This is an optimization exercise on Yosys and OpenROAD, whose aim is a short achievable clock period and few clock cycles, not a production implementation.
The RTL was checked by simulation tests, not by an equivalence proof against the original design.
Power figures rest on the tool's default switching activity, not on a simulated workload.

File: flow/design.v
package pcpu_pkg;
	typedef logic [16-1:0] word_t;
	typedef logic [8-1:0] addr_t;
	typedef logic [3-1:0] reg_idx_t;
	typedef enum logic [5-1:0]
	{
		OP_NOP = 5'b00000,
		OP_HALT = 5'b00001,
		OP_LOAD = 5'b00010,
		OP_STORE = 5'b00011,
		OP_ADD = 5'b01000,
		OP_ADDI = 5'b01001,
		OP_SUB = 5'b01010,
		OP_AND = 5'b01101,
		OP_OR = 5'b01110,
		OP_XOR = 5'b01111,
		OP_LDIH = 5'b10000,
		OP_JUMP = 5'b11000,
		OP_BZ = 5'b11010,
		OP_BNZ = 5'b11011
	} opcode_t;
	typedef enum logic
	{
		RUN_IDLE = 1'b0,
		RUN_EXEC = 1'b1
	} run_state_t;
	localparam logic [16-1:0] NOP_IR = {OP_NOP, {(16-5){1'b0}}};
endpackage
import pcpu_pkg::*;
module pcpu_top
(
	input logic clock,
	input logic reset,
	input logic i_enable,
	input logic i_start,
	input pcpu_pkg::word_t i_idata,
	input pcpu_pkg::word_t i_ddata,
	output pcpu_pkg::addr_t o_iaddr,
	output pcpu_pkg::addr_t o_daddr,
	output pcpu_pkg::word_t o_ddata,
	output logic o_dwe
);
	logic running;
	logic halted;
	logic adv;
	pcpu_pkg::addr_t pc;
	pcpu_pkg::addr_t pc_next;
	logic [5-1:0] f_op;
	pcpu_pkg::reg_idx_t f_d;
	logic f_jump;
	logic f_br;
	logic f_halt;
	logic f_stall;
	logic f_taken;
	logic [7:0] f_base;
	logic f_alu;
	logic f_ld;
	logic f_st;
	pcpu_pkg::word_t ex_ir;
	logic ex_alu;  
	logic ex_ld;
	logic ex_st;
	logic ex_rr;  
	logic ex_imm_d;  
	logic ex_ldih;
	logic ex_sub;
	logic ex_and;
	logic ex_or;
	logic ex_xor;
	pcpu_pkg::reg_idx_t ex_d;
	pcpu_pkg::reg_idx_t ex_a;
	pcpu_pkg::reg_idx_t ex_b;
	pcpu_pkg::word_t va;
	pcpu_pkg::word_t vb;
	pcpu_pkg::word_t vd;
	pcpu_pkg::word_t opa;
	pcpu_pkg::word_t opb;
	pcpu_pkg::word_t ex_res;
	logic ex_z;
	logic z_next;
	logic zf;
	logic m_ld;
	logic m_st;
	pcpu_pkg::reg_idx_t m_d;
	pcpu_pkg::addr_t daddr;
	pcpu_pkg::word_t ddata;
	pcpu_pkg::word_t regs [8];
	function automatic pcpu_pkg::word_t rd(input pcpu_pkg::reg_idx_t r);
		if (m_ld && (m_d == r))
			rd = i_ddata;
		else
			rd = regs[r];
	endfunction
	assign adv = running || (i_enable && i_start && !m_st);
	always_ff @(posedge clock or posedge reset)
	begin
		if (reset)
			running <= 1'b0;
		else if (running)
			running <= i_enable;
		else
			running <= i_enable && i_start;
	end
	assign o_iaddr = pc;
	assign f_op = i_idata[15:11];
	assign f_d = i_idata[10:8];
	assign f_jump = (f_op == OP_JUMP);
	assign f_br = (f_op == OP_BZ) || (f_op == OP_BNZ);
	assign f_halt = (f_op == OP_HALT);
	assign f_ld = (f_op == OP_LOAD);
	assign f_st = (f_op == OP_STORE);
	always_comb
	begin
		case (f_op)
			OP_ADD, OP_ADDI, OP_SUB, OP_AND, OP_OR, OP_XOR, OP_LDIH:
				f_alu = 1'b1;
			default:
				f_alu = 1'b0;
		endcase
	end
	always_comb
	begin
		f_stall = 1'b0;
		if (ex_alu && (ex_d == f_d))
			f_base = ex_res[7:0];
		else if (ex_ld && (ex_d == f_d))
		begin
			f_base = regs[f_d][7:0];
			f_stall = f_br;  
		end
		else if (m_ld && (m_d == f_d))
			f_base = i_ddata[7:0];
		else
			f_base = regs[f_d][7:0];
	end
	assign z_next = ex_alu ? ex_z : zf;
	assign f_taken = f_br && (z_next == (f_op == OP_BZ));
	always_comb
	begin
		if (f_jump)
			pc_next = i_idata[7:0];
		else if (f_taken)
			pc_next = f_base + i_idata[7:0];
		else
			pc_next = pc + 1'b1;
	end
	always_ff @(posedge clock or posedge reset)
	begin
		if (reset)
		begin
			pc <= '0;
			halted <= 1'b0;
			ex_alu <= 1'b0;
			ex_ld <= 1'b0;
			ex_st <= 1'b0;
		end
		else if (adv)
		begin
			if (halted || f_halt || f_stall)
			begin
				halted <= halted || f_halt;
				ex_alu <= 1'b0;
				ex_ld <= 1'b0;
				ex_st <= 1'b0;
			end
			else
			begin
				pc <= pc_next;
				ex_alu <= f_alu;
				ex_ld <= f_ld;
				ex_st <= f_st;
			end
		end
	end
	always_ff @(posedge clock)
	begin
		if (adv)
		begin
			ex_ir <= i_idata;
			ex_rr <= (f_op == OP_ADD) || (f_op == OP_SUB) || (f_op == OP_AND)
				|| (f_op == OP_OR) || (f_op == OP_XOR);
			ex_imm_d <= (f_op == OP_ADDI) || (f_op == OP_LDIH);
			ex_ldih <= (f_op == OP_LDIH);
			ex_sub <= (f_op == OP_SUB);
			ex_and <= (f_op == OP_AND);
			ex_or <= (f_op == OP_OR);
			ex_xor <= (f_op == OP_XOR);
		end
	end
	assign ex_d = ex_ir[10:8];
	assign ex_a = ex_ir[6:4];
	assign ex_b = ex_ir[2:0];
	always_comb
	begin
		va = rd(ex_a);
		vb = rd(ex_b);
		vd = rd(ex_d);
	end
	always_comb
	begin
		opa = ex_imm_d ? vd : va;
		if (ex_rr)
			opb = vb;
		else if (ex_ldih)
			opb = {ex_ir[7:0], 8'd0};
		else
			opb = {8'd0, ex_ir[7:0]};
	end
	always_comb
	begin
		if (ex_sub)
			ex_res = opa - opb;
		else if (ex_and)
			ex_res = opa & opb;
		else if (ex_or)
			ex_res = opa | opb;
		else if (ex_xor)
			ex_res = opa ^ opb;
		else
			ex_res = opa + opb;
	end
	always_comb
	begin
		if (ex_sub || ex_xor)
			ex_z = (opa == opb);
		else if (ex_and)
			ex_z = ~|(opa & opb);
		else if (ex_or)
			ex_z = ~|(opa | opb);
		else
			ex_z = ((opa ^ opb) == {opa[14:0] | opb[14:0], 1'b0});
	end
	always_ff @(posedge clock or posedge reset)
	begin
		if (reset)
		begin
			zf <= 1'b0;
			m_ld <= 1'b0;
			m_st <= 1'b0;
			for (int i = 0; i < 8; i++)
				regs[i] <= '0;
		end
		else if (adv)
		begin
			if (ex_alu)
				zf <= ex_z;
			m_ld <= ex_ld;
			m_st <= ex_st;
			for (int i = 0; i < 8; i++)
			begin
				if (ex_alu && (ex_d == i))
					regs[i] <= ex_res;
				else if (m_ld && (m_d == i))
					regs[i] <= i_ddata;
			end
		end
	end
	always_ff @(posedge clock)
	begin
		if (adv)
		begin
			m_d <= ex_d;
			daddr <= va[7:0] + {4'd0, ex_ir[3:0]};
			ddata <= vd;
		end
	end
	assign o_daddr = daddr;
	assign o_ddata = ddata;
	assign o_dwe = m_st && running && !reset;
endmodule
File: flow/run.sh
#!/bin/bash
# synth_recipe.tcl (not shown) runs the flow's synth.tcl, then flattens the netlist and writes it again
# the make line also repeats each setting of config.mk as NAME=value (left out here)
make -C /OpenROAD-flow-scripts/flow DESIGN_CONFIG=/design/flow/config.mk WORK_HOME=/design/flow/orfs CLKGATE_MAP_FILE= SYNTH_SCRIPT=/design/flow/synth_recipe.tcl finish
File: flow/config.mk
export PLATFORM = sky130hd
export DESIGN_NAME = pcpu_top
export DESIGN_NICKNAME = pcpu_top
export VERILOG_FILES = /design/flow/design.v
export SDC_FILE = /design/flow/constraint.sdc
export NUM_CORES = 4
export LEC_CHECK = 0
export CAP_MARGIN = 20
export CORE_MARGIN = 2
export CORE_UTILIZATION = 40
export SETUP_SLACK_MARGIN = 2.0
export SLEW_MARGIN = 20
File: flow/constraint.sdc
create_clock -name core_clock -period 5.5 [get_ports {clock}]
set_input_delay 1.1000 -clock core_clock [delete_from_list [all_inputs] [get_ports {clock}]]
set_output_delay 1.1000 -clock core_clock [all_outputs]
set_load 0.01 [all_outputs]
==> results of run 1 <==
metal layers:
layer / global-route usage / part of all wire / vias up
met2: 0.537 / 0.46 / 1027
met1: 0.449 / 0.39 / 8390
met5: 0 / 0 / -
met3: 0.0751 / 0.10 / 226
li1: - / - / 7538
met4: 0.170 / 0.050 / 0
layout make-up:
cell class | count | area (um2) | share of cell area
antenna | 1 | 2.50 | 0.000116
clock buffer | 19 | 454 | 0.0211
clock inverter | 13 | 105 | 0.00488
inverter | 90 | 347 | 0.0161
multi-input combinational | 1551 | 11700 | 0.541
sequential | 189 | 4950 | 0.230
tap | 525 | 657 | 0.0305
timing repair buffer | 338 | 3350 | 0.156
timing repair:
action | CTS | global route
hold endpoints to repair | 0 | 0
pin swaps | 59 | 69
resized for setup | 209 | 154
buffers inserted | 87 | 26
cloned | 7 | 1
endpoints found under the setup margin | 131 | 130
state kept, by name, summed over array words and instances (netlist names), 3 cells and up:
signal  count
regs      128
ex_ir      11
pc          8
m_d         3
daddr       8
ddata      16
power groups by stage:
stage	clock network [uW]	logic, uW	registers, uW
5_1_grt	1310	5740	2540
4_1_cts	1260	4840	2450
3_3_place_gp	0	4070	2460
3_5_place_dp	0	4110	2480
6_report	1260	5390	2500
2_1_floorplan	0	2750	2300
logic make-up (layout without fill, tap and decap cells):
family / count (synthesis) / in the layout / share of synthesized area
flip-flops: 189 / 189 / 0.305
AO/OA/AOI/OAI: 581 / 581 / 0.216
buffers and inverters: 247 / 460 / 0.0586
adder cells (fa/ha/maj): 66 / 66 / 0.0527
XOR/XNOR: 70 / 70 / 0.0377
AND/OR/NAND/NOR: 645 / 646 / 0.175
other: 0 / 1 / 0
multiplexers: 188 / 188 / 0.155
final timing paths:
path / startpoint / to / cells after the start
max in group asynchronous: reset / regs[7][4] / 4
setup / recovery: ex_ir[1] / pc[7] / 24
hold reg to reg: halted / halted / 1
setup reg to reg: ex_ir[1] / pc[7] / 24
min in group asynchronous: reset / regs[2][2] / 3
hold / removal: halted / halted / 1
placed cells by master (no fill, tap or decap), types with 22 or more instances in the layout:
cell,n
inv_1,79
buf_12,22
a21oi_2,37
edfxtp_1,45
mux4_2,49
buf_6,51
nand3_1,32
nor3_1,29
xnor2_1,35
dfrtp_1,144
o21ai_0,109
buf_4,186
nand2_1,272
o211ai_1,26
mux2_2,23
nor2_1,160
ha_1,48
xor2_1,26
o21ai_1,52
mux2i_1,101
a21oi_1,135
o21ai_2,24
clkdlybuf4s50_1,67
stage by stage:
stage          power (uW)   util  hold WS (ns)  worst slack [ns]  instances
2_1_floorplan        5050      -         0.425             0.729       1986
3_3_place_gp         6530  0.461         0.442             0.103       2572
3_5_place_dp         6590  0.461         0.461           -0.0579       2572
4_1_cts              8550  0.517         0.477             0.593       2698
5_1_grt              9590  0.539         0.493             0.276       2725
6_report             9150  0.539         0.475             0.517       2726
==> impl_results.html, run 1 <==
<table>
<tr><th>Metric</th><th>Value</th></tr>
<tr><th colspan="2">Setup path</th></tr>
<tr><td>Arrival time at the worst endpoint</td><td>approximately 5.4 ns</td></tr>
<tr><td>Critical path start-end classification</td><td>flop to flop</td></tr>
<tr><td>R2R Setup Slk</td><td>0.52 ns</td></tr>
<tr><td>Series of cell instances along the critical path</td><td>buf_6 &gt; buf_12 &gt; mux4_2 &gt; mux2i_2 &gt; nand2_1 &gt; o211ai_1 &gt; o21ai_2 &gt; ha_2 &gt; inv_2 &gt; fa_2 &gt; mux2i_1 &gt; o21ai_1 &gt; a21oi_1 &gt; mux2i_2 &gt; a21oi_2 &gt; ha_1 &gt; a21o_1 &gt; a21oi_2 &gt; o21ai_2 &gt; o41ai_2 &gt; xor2_1 &gt; xnor2_1 &gt; mux2i_1 &gt; a221oi_2</td></tr>
<tr><td>Cell type group with the largest total delay on the critical path</td><td>compound AO/OA/AOI/OAI gates</td></tr>
<tr><td>Crit path largest cell delay</td><td>0.52 ns</td></tr>
<tr><td>Required time reported for the critical path endpoint</td><td>5.89 ns</td></tr>
<tr><td>CP max-delay cell</td><td>edfxtp_1</td></tr>
<tr><td>Largest driver fanout on the critical path</td><td>14</td></tr>
<tr><td>Critical Path Sink Type</td><td>flop</td></tr>
<tr><td>Crit path buf inv count</td><td>3</td></tr>
<tr><td>Crit start category</td><td>flop</td></tr>
<tr><th colspan="2">Layout</th></tr>
<tr><td>Nets</td><td>2289</td></tr>
<tr><td>Area growth from synthesis to final layout</td><td>32.5%</td></tr>
<tr><td>Post-Layout Inst Area</td><td>around 22000 um2</td></tr>
<tr><td>Share of post-route cells with drive strength above 1</td><td>0.275</td></tr>
<tr><td>Final-layout fill cell count</td><td>roughly 3600</td></tr>
<tr><th colspan="2">Power and ir drop</th></tr>
<tr><td>Sw Ratio</td><td>0.448</td></tr>
<tr><td>Clock group share of total power</td><td>0.137</td></tr>
<tr><td>Power share of the sequential group</td><td>0.273</td></tr>
<tr><td>Logic gate share of total power</td><td>0.590</td></tr>
<tr><td>Internal power consumption</td><td>roughly 5000 uW</td></tr>
<tr><td>Standby leakage power</td><td>0.00896 uW</td></tr>
<tr><td>P_sw</td><td>4100 uW</td></tr>
<tr><td>Peak supply drop</td><td>0.275 mV</td></tr>
<tr><td>Total power divided by cell area</td><td>425 nW/um2</td></tr>
<tr><th colspan="2">Synth</th></tr>
<tr><td>Most numerous cell types in the synthesized netlist</td><td>nand2_1 (277), nor2_1 (183), o21ai_0 (182)</td></tr>
<tr><td>Most frequently used cell type in the post-synthesis netlist</td><td>nand2_1</td></tr>
<tr><td>Largest area contributor in the synthesized netlist</td><td>dfrtp_1</td></tr>
<tr><td>Post-synthesis average cell area</td><td>approximately 8 um2</td></tr>
<tr><td>Number of synthesized register bits</td><td>around 190</td></tr>
<tr><td>Post-synth top area share</td><td>0.222</td></tr>
<tr><td>Syn. warnings</td><td>2</td></tr>
<tr><td>Number of enable-type register cells in the synthesized netlist</td><td>between 40 and 50</td></tr>
<tr><td>Top FF cell, synth</td><td>dfrtp_1</td></tr>
<tr><td>Cell area after technology mapping</td><td>16200 um2</td></tr>
<tr><td>Post-Synthesis Net Count</td><td>roughly 2100</td></tr>
<tr><td>Largest cells by area after synthesis</td><td>dfrtp_1 (22%), edfxtp_1 (8.3%), mux2i_1 (7.1%)</td></tr>
<tr><td>Mapped Cells</td><td>approximately 2000</td></tr>
<tr><td>Sequential-to-total area share from yosys stat</td><td>0.305</td></tr>
<tr><td>Number of distinct library cells after synthesis</td><td>67</td></tr>
<tr><td>Share of async-settable or async-resettable flops after synthesis</td><td>0.762</td></tr>
<tr><th colspan="2">Timing</th></tr>
<tr><td>Upper clock frequency limit</td><td>0.201 GHz</td></tr>
<tr><td>Final critical delay including setup and external delays</td><td>4.98 ns</td></tr>
<tr><td>Slew at the pin closest to its max-slew limit</td><td>roughly 1.3 ns</td></tr>
<tr><td>Maximum clock skew at final layout</td><td>0.0160 ns</td></tr>
<tr><td>Sum Neg Setup Slack</td><td>0 ns</td></tr>
<tr><td>RSZ-0062 raised after global routing</td><td>yes</td></tr>
<tr><td>Relative slew slack</td><td>0.140</td></tr>
<tr><td>Pins Over Slew Limit</td><td>0</td></tr>
<tr><td>Setup-violating endpoint count in the final report</td><td>0</td></tr>
<tr><td>Final cycle utilization of the critical path</td><td>0.906</td></tr>
<tr><td>Total count of hold-check failures in the final report</td><td>0</td></tr>
<tr><th colspan="2">Clock tree</th></tr>
<tr><td>Library cell used as clock root buffer</td><td>clkbuf_16</td></tr>
<tr><td>Count of hold buffers inserted by post-cts repair</td><td>0</td></tr>
<tr><td>CTS tree</td><td>built</td></tr>
<tr><td>Number of sinks driven by the clock tree</td><td>189</td></tr>
<tr><td>Deepest clock path buffer count</td><td>2</td></tr>
<tr><td>Latest clock arrival within the worst-skew pair</td><td>0.49 ns</td></tr>
<tr><td>Clock H-tree levels</td><td>4</td></tr>
<tr><td>Clock-pin slew reported for the worst setup and hold paths after clock tree synthesis</td><td>0.07 ns</td></tr>
<tr><td>Clock buffer count from CTS</td><td>17</td></tr>
<tr><th colspan="2">Floorplan</th></tr>
<tr><td>Std-Cell Core Area</td><td>roughly 40000 um2</td></tr>
<tr><td>Total die area</td><td>42200 um2</td></tr>
<tr><td>Core Rows</td><td>73</td></tr>
<tr><td>Number of top-level design ports</td><td>69</td></tr>
<tr><td>Starting Density</td><td>0.407</td></tr>
<tr><td>Die span in y</td><td>206 um</td></tr>
<tr><td>Width of the chip</td><td>206 um</td></tr>
<tr><th colspan="2">Place</th></tr>
<tr><td>Dpl hpwl</td><td>49400 um</td></tr>
<tr><td>Dpl cell area</td><td>18400 um2</td></tr>
<tr><td>Final estimated routing congestion in global placement</td><td>0.978</td></tr>
<tr><td>Total of buffers placed on input and output ports</td><td>68</td></tr>
<tr><th colspan="2">GRT</th></tr>
<tr><td>Antenna violations before repair</td><td>1</td></tr>
<tr><td>Congestion Overflow GR</td><td>0</td></tr>
<tr><td>Maximum number of pins on one net before global-route repair</td><td>118</td></tr>
<tr><td>Via count of the first global-routing pass</td><td>roughly 16000</td></tr>
<tr><td>Aggregate global-route resource usage</td><td>0.344</td></tr>
<tr><td>First-pass GRT wire length</td><td>106000 um</td></tr>
<tr><th colspan="2">Detailed routing</th></tr>
<tr><td>Overall routed net length</td><td>roughly 73000 um</td></tr>
<tr><td>Detailed-route wire length per cell</td><td>roughly 27 um</td></tr>
<tr><td>Drt via density</td><td>6.30</td></tr>
<tr><td>Post-route antenna net violation count</td><td>0</td></tr>
<tr><td>Via total after detailed routing</td><td>between 15000 and 20000</td></tr>
<tr><td>Count of TritonRoute iterations in the first routing pass</td><td>6</td></tr>
<tr><td>Iter 0 DRT Violations</td><td>2041</td></tr>
<tr><td>Number of remaining DRC errors</td><td>0</td></tr>
<tr><th colspan="2">Outcome</th></tr>
<tr><td>Outcome</td><td>timing/DRC/antenna clean</td></tr>
<tr><th colspan="2">Run</th></tr>
<tr><td># Max-Cap Violations</td><td>0</td></tr>
<tr><th colspan="2">Worst hold path</th></tr>
<tr><td>Class of the worst hold path</td><td>flop to flop</td></tr>
</table>
Testbench counts, summed over its fixed seeds: cycles 39,107.
==> inputs of run 2 (changes only) <==
--- a/flow/config.mk
+++ b/flow/config.mk
@@ -8,5 +8,4 @@
 export CAP_MARGIN = 20
 export CORE_MARGIN = 2
 export CORE_UTILIZATION = 40
-export SETUP_SLACK_MARGIN = 2.0
 export SLEW_MARGIN = 20
==> run 2 against run 1 <==
Sequential share of layout area grew 2.7 points; clock power is essentially flat; total power decreased by 12%; sequential cell count is the same; hold slack got worse by 0.0051 ns; sequential power about the same; non-clock buffer count down 62; critical endpoint is now regs[5][15].
==> impl_results.html, run 2 <==
<table>
<tr><th>Metric</th><th>Value</th></tr>
<tr><th colspan="2">Layout</th></tr>
<tr><td>Area growth from synthesis to final layout</td><td>18.8%</td></tr>
<tr><td>Commonest non-fill, non-tap cell in the layout</td><td>nand2_1</td></tr>
<tr><td>Top Registers</td><td>regs (128), ddata (16), ex_ir (11)</td></tr>
<tr><td>Share of post-route cells with drive strength above 1</td><td>0.161</td></tr>
<tr><td>Nets</td><td>2226</td></tr>
<tr><td>Final-layout fill cell count</td><td>between 3000 and 4000</td></tr>
<tr><td>Register name with the most flops</td><td>regs</td></tr>
<tr><td>Core Util, Final</td><td>0.484</td></tr>
<tr><td>Flip-flop count of the largest register after layout</td><td>128</td></tr>
<tr><td>Post-Layout Inst Area</td><td>about 19000 um2</td></tr>
<tr><td>Top library cells by usage in the layout, fill and taps aside</td><td>nand2_1 (277), buf_4 (197), nor2_1 (183)</td></tr>
<tr><td>Number of antenna cells inserted</td><td>0</td></tr>
<tr><th colspan="2">Floorplan</th></tr>
<tr><td>Width of the chip</td><td>206 um</td></tr>
<tr><td>Core Rows</td><td>73</td></tr>
<tr><td>Total die area</td><td>42200 um2</td></tr>
<tr><td>Std-Cell Core Area</td><td>39900 um2</td></tr>
<tr><td>Starting Density</td><td>0.407</td></tr>
<tr><td>Die span in y</td><td>206 um</td></tr>
<tr><td>Number of top-level design ports</td><td>between 60 and 70</td></tr>
<tr><th colspan="2">Clock tree</th></tr>
<tr><td>Clock-pin slew reported for the worst setup and hold paths after clock tree synthesis</td><td>~0.080 ns</td></tr>
<tr><td>Clock H-tree levels</td><td>4</td></tr>
<tr><td>Clock buffer count from CTS</td><td>17</td></tr>
<tr><td>Latest clock arrival within the worst-skew pair</td><td>0.47 ns</td></tr>
<tr><td>Count of hold buffers inserted by post-cts repair</td><td>0</td></tr>
<tr><td>Deepest clock path buffer count</td><td>2</td></tr>
<tr><td>Library cell used as clock root buffer</td><td>clkbuf_16</td></tr>
<tr><td>CTS tree</td><td>built</td></tr>
<tr><td>Number of sinks driven by the clock tree</td><td>189</td></tr>
<tr><th colspan="2">Synth</th></tr>
<tr><td>Number of enable-type register cells in the synthesized netlist</td><td>45</td></tr>
<tr><td>Largest area contributor in the synthesized netlist</td><td>dfrtp_1</td></tr>
<tr><td>Share of async-settable or async-resettable flops after synthesis</td><td>0.762</td></tr>
<tr><td>Mapped Cells</td><td>1986</td></tr>
<tr><td>Number of distinct library cells after synthesis</td><td>67</td></tr>
<tr><td>Number of synthesized register bits</td><td>189</td></tr>
<tr><td>Cell area after technology mapping</td><td>16200 um2</td></tr>
<tr><td>Post-Synthesis Net Count</td><td>approximately 2100</td></tr>
<tr><td>Largest cells by area after synthesis</td><td>dfrtp_1 (22%), edfxtp_1 (8.3%), mux2i_1 (7.1%)</td></tr>
<tr><td>Syn. warnings</td><td>2</td></tr>
<tr><td>Top FF cell, synth</td><td>dfrtp_1</td></tr>
<tr><td>Post-synthesis average cell area</td><td>8.18 um2</td></tr>
<tr><td>Post-synth top area share</td><td>0.222</td></tr>
<tr><td>Most frequently used cell type in the post-synthesis netlist</td><td>nand2_1</td></tr>
<tr><td>Sequential-to-total area share from yosys stat</td><td>0.305</td></tr>
<tr><td>Most numerous cell types in the synthesized netlist</td><td>nand2_1 (277), nor2_1 (183), o21ai_0 (182)</td></tr>
<tr><th colspan="2">Timing</th></tr>
<tr><td>Total count of hold-check failures in the final report</td><td>0</td></tr>
<tr><td>Final cycle utilization of the critical path</td><td>0.952</td></tr>
<tr><td>Worst Hold Margin</td><td>0.470 ns</td></tr>
<tr><td>Maximum clock skew at final layout</td><td>0.0153 ns</td></tr>
<tr><td>Setup-violating endpoint count in the final report</td><td>0</td></tr>
<tr><td>Worst Slack Setup Final</td><td>about 0.26 ns</td></tr>
<tr><td>Slew at the pin closest to its max-slew limit</td><td>around 1.1 ns</td></tr>
<tr><td>Relative slew slack</td><td>0.240</td></tr>
<tr><td>Pins Over Slew Limit</td><td>0</td></tr>
<tr><td>RSZ-0062 raised after global routing</td><td>yes</td></tr>
<tr><td>Final critical delay including setup and external delays</td><td>5.24 ns</td></tr>
<tr><td>Upper clock frequency limit</td><td>0.191 GHz</td></tr>
<tr><th colspan="2">GRT</th></tr>
<tr><td>First-pass GRT wire length</td><td>102000 um</td></tr>
<tr><td>Maximum number of pins on one net before global-route repair</td><td>65</td></tr>
<tr><td>Via count of the first global-routing pass</td><td>15600</td></tr>
<tr><td>Aggregate global-route resource usage</td><td>0.329</td></tr>
<tr><td>Congestion Overflow GR</td><td>0</td></tr>
<tr><td>Antenna violations before repair</td><td>0</td></tr>
<tr><th colspan="2">Detailed routing</th></tr>
<tr><td>Number of remaining DRC errors</td><td>0</td></tr>
<tr><td>Post-route antenna net violation count</td><td>0</td></tr>
<tr><td>Overall routed net length</td><td>68500 um</td></tr>
<tr><td>Drt via density</td><td>6.15</td></tr>
<tr><td>Detailed-route wire length per cell</td><td>25.7 um</td></tr>
<tr><td>Count of TritonRoute iterations in the first routing pass</td><td>6</td></tr>
<tr><td>Iter 0 DRT Violations</td><td>2003</td></tr>
<tr><td>Via total after detailed routing</td><td>16400</td></tr>
<tr><th colspan="2">Power and ir drop</th></tr>
<tr><td>Peak supply drop</td><td>0.162 mV</td></tr>
<tr><td>Total power divided by cell area</td><td>about 420 nW/um2</td></tr>
<tr><td>Standby leakage power</td><td>0.00831 uW</td></tr>
<tr><th colspan="2">Setup path</th></tr>
<tr><td>Critical Path Sink Type</td><td>flop</td></tr>
<tr><td>Arrival time at the worst endpoint</td><td>5.59 ns</td></tr>
<tr><td>Required time reported for the critical path endpoint</td><td>5.85 ns</td></tr>
<tr><td>Largest driver fanout on the critical path</td><td>12</td></tr>
<tr><td>Critical path start-end classification</td><td>flop to flop</td></tr>
<tr><td>Crit start category</td><td>flop</td></tr>
<tr><th colspan="2">Run</th></tr>
<tr><td># Max-Cap Violations</td><td>0</td></tr>
<tr><th colspan="2">Place</th></tr>
<tr><td>Final estimated routing congestion in global placement</td><td>1.02</td></tr>
<tr><td>Dpl hpwl</td><td>approximately 50000 um</td></tr>
<tr><td>Setup WS pre-CTS</td><td>-0.147 ns</td></tr>
<tr><td>Dpl cell area</td><td>18600 um2</td></tr>
<tr><td>Total of buffers placed on input and output ports</td><td>68</td></tr>
<tr><th colspan="2">Worst hold path</th></tr>
<tr><td>Class of the worst hold path</td><td>flop to flop</td></tr>
<tr><th colspan="2">Outcome</th></tr>
<tr><td>Outcome</td><td>timing/DRC/antenna clean</td></tr>
</table>
[run 2: cell count changes in the layout (fill, tap and decap cells not counted), moves of 11 or more]
cell	delta
o21ai_1	-45
o221ai_1	+13
buf_6	-50
a21oi_1	+39
mux2i_1	+13
nor2_4	-14
nor2_1	+23
o21ai_2	-22
buf_12	-12
o21ai_0	+70
ha_1	+14
buf_4	+11
a21oi_2	-36
o221ai_2	-13
[run 2: kinds of logic (layout without fill, tap and decap cells)]
family | count (synthesis) | in the layout | synth area share
and+or+nand+nor | 645 | 645 | 0.175
AOI/OAI and AO/OA | 581 | 581 | 0.216
buffers and inverters | 247 | 397 | 0.0586
DFF | 189 | 189 | 0.305
muxes | 188 | 188 | 0.155
xor gates and xnor gates | 70 | 70 | 0.0377
adders and majority gates | 66 | 66 | 0.0527
[run 2: stage by stage]
stage	setup TNS [ns]	power [uW]	cells
CTS	0	7940	2654
detailed placement	-0.147	6660	2623
floorplan	-0.0561	4950	1986
global placement	-0.0372	6600	2623
finish	0	8060	2661
global route	-0.0230	8540	2661
[run 2: critical path, cell delays in order, from the launching register on]
cell	delay [ns]
edfxtp_1	0.72
buf_4	0.33
mux2_2	0.36
a221oi_1	0.25
mux2i_1	0.22
mux2_2	0.31
a21o_1	0.22
ha_1	0.33
buf_4	0.15
and2_1	0.12
a221oi_1	0.07
buf_4	0.17
a211oi_2	0.30
nor2_1	0.08
or4_1	0.53
a31oi_1	0.22
xnor2_1	0.21
a21oi_4	0.16
o31a_1	0.35
[run 2: what timing repair did]
item,4_1_cts,5_1_grt
resized for setup,0,16
hold endpoints to repair,0,0
buffers inserted,0,7
endpoints found under the setup margin,0,20
[run 2: final cells by class]
type                    count  area (um2)  share of cell area
clock buffers              23         510              0.0264
multi-input cells        1550       10400               0.539
flip-flops and latches    189        4950               0.257
repair buffers            276        2370               0.123
inverters                  90         345              0.0179
well taps                 525         657              0.0340
clock inverters             8        55.1             0.00285
[run 2: report_power, final]
part           leakage, uW  total [uW]  switching [uW]  internal [uW]
Sequential         0.00229        2470             559           1910
Combinational      0.00574        4320            2380           1940
Clock             0.000272        1270             610            655
Total              0.00831        8060            3550           4510
[run 2: layer usage]
metal / routed length, um / vias up / track usage
met2: 30700 / 833 / 0.509
met4: 2780 / 0 / 0.131
li1: - / 7391 / -
met3: 6320 / 151 / 0.0751
met1: 28700 / 7988 / 0.445
met5: 0 / - / 0
[run 2: final timing paths]
check / start / endpoint / slack [ns] / depth (start not counted)
min reg2reg: halted / halted / 0.47 / 1
max: ex_ir[2] / regs[5][15] / 0.26 / 18
min in group asynchronous: reset / regs[6][2] / 1.46 / 3
max in group asynchronous: reset / regs[1][10] / 2.81 / 4
max reg2reg: ex_ir[2] / regs[5][15] / 0.26 / 18
min: halted / halted / 0.47 / 1

[re-timing with driven ports]
The results above use ideal ports. As a check the final layouts listed here were re-extracted and re-timed, cells and wires unchanged.
Step 1 assumes that a clkbuf_16 drives the clock port and a buf_2 every other input.
Step 2, shift: input delay + t, output delay - t, t = (earliest + latest rising clock arrival at the registers) / 2. This alone moves slack from input paths to output paths.
Three values: ideal, step 1, step 2; two values: the first two.
run	t (ns)	slack for setup (ns)	worst setup path after step 2	latest minus earliest clock arrival (ns)	worst register clock-pin slew, ns
run 1	0.547	0.517 / 0.517 / 0.061	input to register	0.016 / 0.016	0.08 / 0.08
run 2	0.518	0.264 / 0.264 / -0.063	input to register	0.015 / 0.015	0.08 / 0.08
With both steps, setup timing fails in run 2, where it was met with ideal ports. The setup slack of run 1, which loses most, moves by 0.000 ns with the drivers and by -0.456 ns with both steps.
